This is an optimization exercise on Yosys and OpenROAD, whose aim is small area, a short achievable clock period and few clock cycles per item, not a production implementation. Only the layout flow was run in this run; the RTL was not checked for function there. No activity file was given, so power comes from the tool's default toggle rates.

==> flow/run.sh <==
#!/bin/bash
# synth_recipe.tcl (not shown) runs the flow's synth.tcl, then flattens the netlist and writes it again
# the make line also repeats each setting of config.mk as NAME=value (left out here)
make -C /OpenROAD-flow-scripts/flow DESIGN_CONFIG=/design/flow/config.mk WORK_HOME=/design/flow/orfs CLKGATE_MAP_FILE= SYNTH_SCRIPT=/design/flow/synth_recipe.tcl finish
==> flow/config.mk <==
export PLATFORM = sky130hd
export DESIGN_NAME = spn64_block_cipher_cbc_unit
export DESIGN_NICKNAME = spn64_block_cipher_cbc_unit
export VERILOG_FILES = /design/flow/design.v
export SDC_FILE = /design/flow/constraint.sdc
export NUM_CORES = 4
export LEC_CHECK = 0
export ABC_AREA = 1
export CAP_MARGIN = 20
export CORE_MARGIN = 2
export CORE_UTILIZATION = 40
export SETUP_SLACK_MARGIN = 5
export SLEW_MARGIN = 20
==> flow/constraint.sdc <==
create_clock -name core_clock -period 10.0 [get_ports {clk}]
set_input_delay 2.0000 -clock core_clock [delete_from_list [all_inputs] [get_ports {clk}]]
set_output_delay 2.0000 -clock core_clock [all_outputs]
set_load 0.01 [all_outputs]
==> flow/design.v <==
package spn64_pkg;
  localparam int BLOCK_W   = 64;
  localparam int NIBBLES   = BLOCK_W / 4;
  localparam int ROUNDS    = 4;
  localparam int NUM_KEYS  = ROUNDS + 1;
  localparam int CFG_IDX_W = 3;
  localparam logic [CFG_IDX_W-1:0] CFG_KEY_FIRST    = 3'd0;
  localparam logic [CFG_IDX_W-1:0] CFG_KEY_LAST     = 3'd1;
  localparam logic [CFG_IDX_W-1:0] CFG_CHAIN_IV     = 3'd2;
  localparam logic [CFG_IDX_W-1:0] CFG_DECRYPT      = 3'd3;
  localparam logic [CFG_IDX_W-1:0] CFG_CHAIN_ENABLE = 3'd4;
  localparam logic [BLOCK_W-1:0] CHAIN_IV_RESET = 64'd22220012;
  typedef logic [BLOCK_W-1:0] block_t;
  function automatic logic [3:0] sbox_fwd(input logic [3:0] n);
    logic [3:0] r;
    case (n)
      4'h0: r = 4'd14;
      4'h1: r = 4'd4;
      4'h2: r = 4'd13;
      4'h3: r = 4'd1;
      4'h4: r = 4'd2;
      4'h5: r = 4'd15;
      4'h6: r = 4'd11;
      4'h7: r = 4'd8;
      4'h8: r = 4'd3;
      4'h9: r = 4'd10;
      4'ha: r = 4'd6;
      4'hb: r = 4'd12;
      4'hc: r = 4'd5;
      4'hd: r = 4'd9;
      4'he: r = 4'd0;
      default: r = 4'd7;
    endcase
    sbox_fwd = r;
  endfunction
  function automatic logic [3:0] sbox_inv(input logic [3:0] n);
    logic [3:0] r;
    case (n)
      4'h0: r = 4'd14;
      4'h1: r = 4'd3;
      4'h2: r = 4'd4;
      4'h3: r = 4'd8;
      4'h4: r = 4'd1;
      4'h5: r = 4'd12;
      4'h6: r = 4'd10;
      4'h7: r = 4'd15;
      4'h8: r = 4'd7;
      4'h9: r = 4'd13;
      4'ha: r = 4'd9;
      4'hb: r = 4'd6;
      4'hc: r = 4'd11;
      4'hd: r = 4'd2;
      4'he: r = 4'd0;
      default: r = 4'd5;
    endcase
    sbox_inv = r;
  endfunction
  function automatic block_t subst_fwd(input block_t x);
    block_t r;
    for (int n = 0; n < NIBBLES; n++) r[4*n +: 4] = sbox_fwd(x[4*n +: 4]);
    subst_fwd = r;
  endfunction
  function automatic block_t subst_inv(input block_t x);
    block_t r;
    for (int n = 0; n < NIBBLES; n++) r[4*n +: 4] = sbox_inv(x[4*n +: 4]);
    subst_inv = r;
  endfunction
  function automatic block_t perm_fwd(input block_t x);
    block_t r;
    for (int i = 0; i < BLOCK_W; i++) r[i] = x[(i % 4) * 16 + i / 4];
    perm_fwd = r;
  endfunction
  function automatic block_t perm_inv(input block_t x);
    block_t r;
    for (int i = 0; i < BLOCK_W; i++) r[(i % 4) * 16 + i / 4] = x[i];
    perm_inv = r;
  endfunction
endpackage
module spn64_cfg (
  input  logic                            clk,
  input  logic                            rst,
  input  logic                            cfg_write,
  input  logic [spn64_pkg::CFG_IDX_W-1:0] cfg_index,
  input  logic [spn64_pkg::BLOCK_W-1:0]   cfg_data,
  output spn64_pkg::block_t               key_first,
  output spn64_pkg::block_t               key_last,
  output spn64_pkg::block_t               chain_iv,
  output logic                            decrypt,
  output logic                            chain_enable
);
  always_ff @(posedge clk) begin
    if (rst) begin
      key_first    <= '0;
      key_last     <= '0;
      chain_iv     <= spn64_pkg::CHAIN_IV_RESET;
      decrypt      <= 1'b0;
      chain_enable <= 1'b1;
    end else if (cfg_write) begin
      case (cfg_index)
        spn64_pkg::CFG_KEY_FIRST:    key_first    <= cfg_data;
        spn64_pkg::CFG_KEY_LAST:     key_last     <= cfg_data;
        spn64_pkg::CFG_CHAIN_IV:     chain_iv     <= cfg_data;
        spn64_pkg::CFG_DECRYPT:      decrypt      <= cfg_data[0];
        spn64_pkg::CFG_CHAIN_ENABLE: chain_enable <= cfg_data[0];
        default: ;
      endcase
    end
  end
endmodule
module spn64_enc (
  input  spn64_pkg::block_t x0,
  input  spn64_pkg::block_t k0,
  input  spn64_pkg::block_t k4,
  output spn64_pkg::block_t y
);
  spn64_pkg::block_t k1, k2, k3, a;
  assign k1 = {k0[47:0], k4[63:48]};
  assign k2 = {k0[31:0], k4[63:32]};
  assign k3 = {k0[15:0], k4[63:16]};
  always_comb begin
    a = spn64_pkg::perm_fwd(spn64_pkg::subst_fwd(x0)) ^ k1;
    a = spn64_pkg::perm_fwd(spn64_pkg::subst_fwd(a)) ^ k2;
    a = spn64_pkg::perm_fwd(spn64_pkg::subst_fwd(a)) ^ k3;
    y = spn64_pkg::subst_fwd(a) ^ k4;
  end
endmodule
module spn64_dec (
  input  spn64_pkg::block_t x,
  input  spn64_pkg::block_t k0,
  input  spn64_pkg::block_t k4,
  output spn64_pkg::block_t y
);
  spn64_pkg::block_t k1, k2, k3, b;
  assign k1 = {k0[47:0], k4[63:48]};
  assign k2 = {k0[31:0], k4[63:32]};
  assign k3 = {k0[15:0], k4[63:16]};
  always_comb begin
    b = spn64_pkg::subst_inv(x ^ k4) ^ k3;
    b = spn64_pkg::subst_inv(spn64_pkg::perm_inv(b)) ^ k2;
    b = spn64_pkg::subst_inv(spn64_pkg::perm_inv(b)) ^ k1;
    y = spn64_pkg::subst_inv(spn64_pkg::perm_inv(b)) ^ k0;
  end
endmodule
module spn64_block_cipher_cbc_unit (
  input  logic                            clk,
  input  logic                            rst,
  input  logic                            cfg_write,
  input  logic [spn64_pkg::CFG_IDX_W-1:0] cfg_index,
  input  logic [spn64_pkg::BLOCK_W-1:0]   cfg_data,
  input  logic                            in_valid,
  output logic                            in_ready,
  input  logic [spn64_pkg::BLOCK_W-1:0]   in_data_block,
  input  logic                            in_chain_start,
  output logic                            out_valid,
  input  logic                            out_ready,
  output logic [spn64_pkg::BLOCK_W-1:0]   out_result_block
);
  spn64_pkg::block_t key_first, key_last, chain_iv;
  logic              decrypt, chain_enable;
  logic              s_valid, s_start;
  spn64_pkg::block_t s_block;
  logic              k_valid, k_start;
  spn64_pkg::block_t k_block;
  logic              o_valid;
  spn64_pkg::block_t o_block;
  spn64_pkg::block_t prev_cipher;
  logic              accept, advance, s_free;
  spn64_pkg::block_t chain_val, enc_in, enc_out, dec_out;
  spn64_cfg u_cfg (
    .clk          (clk),
    .rst          (rst),
    .cfg_write    (cfg_write),
    .cfg_index    (cfg_index),
    .cfg_data     (cfg_data),
    .key_first    (key_first),
    .key_last     (key_last),
    .chain_iv     (chain_iv),
    .decrypt      (decrypt),
    .chain_enable (chain_enable)
  );
  assign in_ready = !k_valid;
  assign accept   = in_valid && !k_valid;
  assign advance  = s_valid && (!o_valid || out_ready);
  assign s_free   = !s_valid || advance;
  always_ff @(posedge clk) begin
    if (rst) begin
      s_valid <= 1'b0;
      k_valid <= 1'b0;
    end else if (s_free) begin
      s_valid <= k_valid || accept;
      k_valid <= 1'b0;
    end else if (accept) begin
      k_valid <= 1'b1;
    end
  end
  always_ff @(posedge clk) begin
    if (s_free) begin
      s_block <= k_valid ? k_block : in_data_block;
      s_start <= k_valid ? k_start : in_chain_start;
    end
  end
  always_ff @(posedge clk) begin
    if (!k_valid) begin
      k_block <= in_data_block;
      k_start <= in_chain_start;
    end
  end
  always_comb begin
    if (decrypt || !chain_enable) chain_val = '0;
    else if (s_start)             chain_val = chain_iv;
    else                          chain_val = prev_cipher;
  end
  assign enc_in = s_block ^ key_first ^ chain_val;
  spn64_enc u_enc (.x0(enc_in),  .k0(key_first), .k4(key_last), .y(enc_out));
  spn64_dec u_dec (.x(s_block),  .k0(key_first), .k4(key_last), .y(dec_out));
  always_ff @(posedge clk) begin
    if (rst) begin
      o_valid     <= 1'b0;
      prev_cipher <= '0;
    end else if (advance) begin
      o_valid <= 1'b1;
      if (!decrypt) prev_cipher <= enc_out;
    end else if (out_ready) begin
      o_valid <= 1'b0;
    end
  end
  always_ff @(posedge clk) begin
    if (advance) o_block <= decrypt ? dec_out : enc_out;
  end
  assign out_valid        = o_valid;
  assign out_result_block = o_block;
endmodule
==> out/qor.txt <==
clk latency of the worst-skew pair - 0.70 ns
Ys Warns - 4
CP peak stage delay - 0.46 ns
Crit. Startpoint - s_start
Post-synth EDFFs - 129
crit path kind - flop to flop
clock skew - 0.0288 ns
Syn Area/Cell - 5.88 um^2
share of the synthesized area in the top cell type - 0.274
arrival time at the worst endpoint - 5.45 ns
H-tree depth - 2
vias in the first global route - 52.3k
Post-Syn Instances - 8590
Slew @ Worst Pin - 1.22 ns
worst-path fanout max - 6
Fin. Hold Viols - 0
Hold Path Class - flop to flop
Max Cap Viol - 0
gr usage total - 0.404
Unique masters post-synth - 49
Synth async-reset ratio - 0
run status - timing/DRC/antenna clean
Core Footprint - 0.125 mm^2
setup TNS - 0 ns
Critical path buffers and inverters - 6
Tot Pwr - 0.0251 W
global-route wire length before repair - 375000 um
CTS tree - built
Starting DRT DRC Count - 7449
top post-synthesis cells by area - nand2_1 27%, nand3_1 14%, dfxtp_1 13%, ha_1 8.5%, edfxtp_1 7.7%
Critical Path RT - 10.45 ns
CTS Buffer Depth - 3
most used cell, CP - nand2_1
CP endpoint - o_block[9]
sequential share of the synthesized area - 0.206
Core Util, Final - 0.511
Die Area - 0.129 mm^2
CP top delay family - simple AND/OR/NAND/NOR gates
Reg2Reg Depth - 34
Die X - 359 um
drt wl/cell - 25.7 um
iteration count of the initial detailed-routing pass - 7
layout cells sized above 1 - 0.192
worst hold start - k_block[36]
Congestion Overflow GR - 0
PwrDens - 392 mW/mm^2
count leader, synth - nand2_1
unrepaired setup endpoints after global routing - yes
dpl cell area - 0.0542 mm^2
largest area contributor in the netlist - nand2_1
Slew HR - 0.181
Slowest cell on crit path - edfxtp_1
Max Slew Vio Count - 0
syn nets - 9070
Nets - 9510
Tcrit/Tclk final - 0.500
Die Y-Extent - 359 um
#FFs+latches synth - 455
cts bufs inserted - 57
WP depth - 34
Hold Buf Count CTS - 0
P&R area growth vs syn - 26.8%
startpoint types - flop
main flop type after synthesis - dfxtp_1
Clock Pin Slew Worst Setup and Hold Paths - 0.06 ns
f_max - 0.200 GHz
final setup fails - 0
clock root buffer - clkbuf_16
Rows - 130
IO Count - 203
FF-to-FF End - o_block[9]
Worst R2R Setup Slack - 5.00 ns
vias - 60.8k
VDD IR max - 200 uV
R2R Path Start - s_start
routed vias/inst - 5.66
hpwl dp - 208000 um
Final Cell Area - 0.0640 mm^2
antenna-violating nets left - 0
Mapped Area - 0.0505 mm^2
# DRC - 0
crit end category - flop
Starting Density - 0.403
Final min period - 5.00 ns
Detailed Route WL - 276000 um
# clock sinks - 455
largest net degree at the start of global routing - 119
commonest cells in the netlist - 3688 x nand2_1, 1426 x nand3_1, 698 x inv_1
gpl congestion - 1.04
Lkg Pwr - 32.1 nW
Port-buffer cells - 202
initial antenna violation count - 15
-- registers in the layout, summed over array words and instances (netlist names) --
| name | flops |
|---|---|
| k_start | 1 |
| prev_cipher | 64 |
| o_block | 64 |
| o_valid | 1 |
| u_cfg.chain_iv | 64 |
| u_cfg.decrypt | 1 |
| u_cfg.key_last | 64 |
| k_block | 64 |
| u_cfg.chain_enable | 1 |
| s_start | 1 |
| s_block | 64 |
| u_cfg.key_first | 64 |
| k_valid | 1 |
| s_valid | 1 |
-- timing repair --
| action | in CTS | in global routing |
|---|---|---|
| pin swaps | 63 | 285 |
| gates resized for setup | 357 | 835 |
| endpoints found under the setup margin | 128 | 128 |
| gates cloned | 11 | 5 |
| buffers inserted | 103 | 180 |
-- how the worst min path moves through the flow --
stage | slack (ns) | to | cells past startpoint
floorplan | 0.42 | k_block[0] | 2
global placement | 0.43 | k_block[42] | 2
detailed placement | 0.44 | k_block[18] | 2
CTS | 0.45 | k_block[13] | 2
global route | 0.47 | k_block[56] | 2
finish | 0.45 | k_block[36] | 2
-- through the flow --
| step | hold WS, ns | instances | setup WS, ns |
|---|---|---|---|
| 6_report | 0.447 | 10700 | 5.00 |
| 5_1_grt | 0.466 | 10700 | 4.82 |
| 4_1_cts | 0.450 | 10500 | 4.99 |
| 3_5_place_dp | 0.436 | 10300 | 3.23 |
| 3_3_place_gp | 0.430 | 10300 | 3.34 |
| 2_1_floorplan | 0.418 | 8590 | 5.52 |
-- worst reg2reg max path, delay by kind of cell (launching register included) --
kind	cells	cell delay, ns
adders and majority gates	3	0.66
DFF	1	0.46
buffers and inverters	6	0.77
AOI/OAI and AO/OA	2	0.56
and+or+nand+nor	23	2.31
-- cell usage in the layout, fill, tap and decap left out, types with 17 or more instances in the layout --
| master | count |
|---|---|
| clkinv_2 | 18 |
| xor2_2 | 99 |
| clkdlybuf4s50_1 | 201 |
| nand3b_1 | 39 |
| nand2_2 | 428 |
| o21ai_2 | 47 |
| ha_1 | 309 |
| o21ai_4 | 19 |
| o21ai_1 | 83 |
| edfxtp_1 | 129 |
| ha_4 | 29 |
| a21oi_2 | 17 |
| inv_1 | 652 |
| xnor2_2 | 25 |
| nor2_1 | 206 |
| xor2_4 | 42 |
| dfxtp_2 | 17 |
| nand3_1 | 1282 |
| buf_4 | 348 |
| a21oi_1 | 229 |
| nand2_4 | 144 |
| nand2_1 | 3292 |
| nand3_4 | 29 |
| o21a_1 | 19 |
| buf_12 | 20 |
| clkinv_1 | 17 |
| xnor2_1 | 44 |
| xor2_1 | 103 |
| nand3_2 | 130 |
| clkbuf_16 | 60 |
| o21ai_0 | 296 |
| inv_2 | 126 |
| o211ai_1 | 87 |
| dfxtp_1 | 302 |
-- cell families (layout without fill, tap and decap cells) --
logic type	after synthesis	count (layout)	synth area share
simple gates	5608	5611	0.469
compound gates	811	811	0.0892
buf+inv	1049	1535	0.0857
flops	455	455	0.206
xor+xnor	324	324	0.0652
other cells	0	4	0
fa+ha+maj	343	343	0.0850
-- layer usage --
metal  global-route usage  up-vias  part of all wire
met1                0.541    28500              0.40
met5               0.0141        -           0.00097
met3               0.0959      646              0.12
met4                0.226        4             0.070
met2                0.594     3084              0.41
li1                     -    28500                 -
-- report_power, final --
group,total (W),leakage (nW),switching (W),internal [W]
logic,0.0203,27.2,0.0137,0.00657
registers,0.00257,3.98,0.000196,0.00237
clock network,0.00224,0.962,0.000972,0.00127
-- area by class of cell --
| type | instances | area (um^2) |
|---|---|---|
| timing repair inverter | 2 | 36.3 |
| inverter | 826 | 3210 |
| sequential | 455 | 10400 |
| clock inverter | 27 | 314 |
| antenna | 4 | 10.0 |
| multi-input combinational | 7089 | 40700 |
| fill | 12900 | 61400 |
| tap | 1650 | 2060 |
| clock buffer | 81 | 1640 |
| timing repair buffer | 599 | 5590 |

separate check: timing with driven ports:
The flow's constraints put no driver on any port. The routed layout listed below was extracted and timed again, unchanged, in two steps.
Step 1: set_driving_cell puts a clkbuf_16 on clk and a buf_2 on each other input, an assumption about the parent block.
Step 2 times the ports against the registers' clock, not the clock port: input delays grow and output delays shrink by t, the midpoint of the rising clock arrivals with the driver on.
Three values: ideal ports, drivers, drivers and shift; two values: the first two.
shift t [ns]: 0.764
slack for setup (ns): 4.996 / 4.996 / 4.606
worst data-port slew with drivers (ns): 0.08
After both steps setup and hold are still met in this run. For this run, drivers alone change the setup slack by 0.000 ns; drivers and shift together by -0.390 ns.
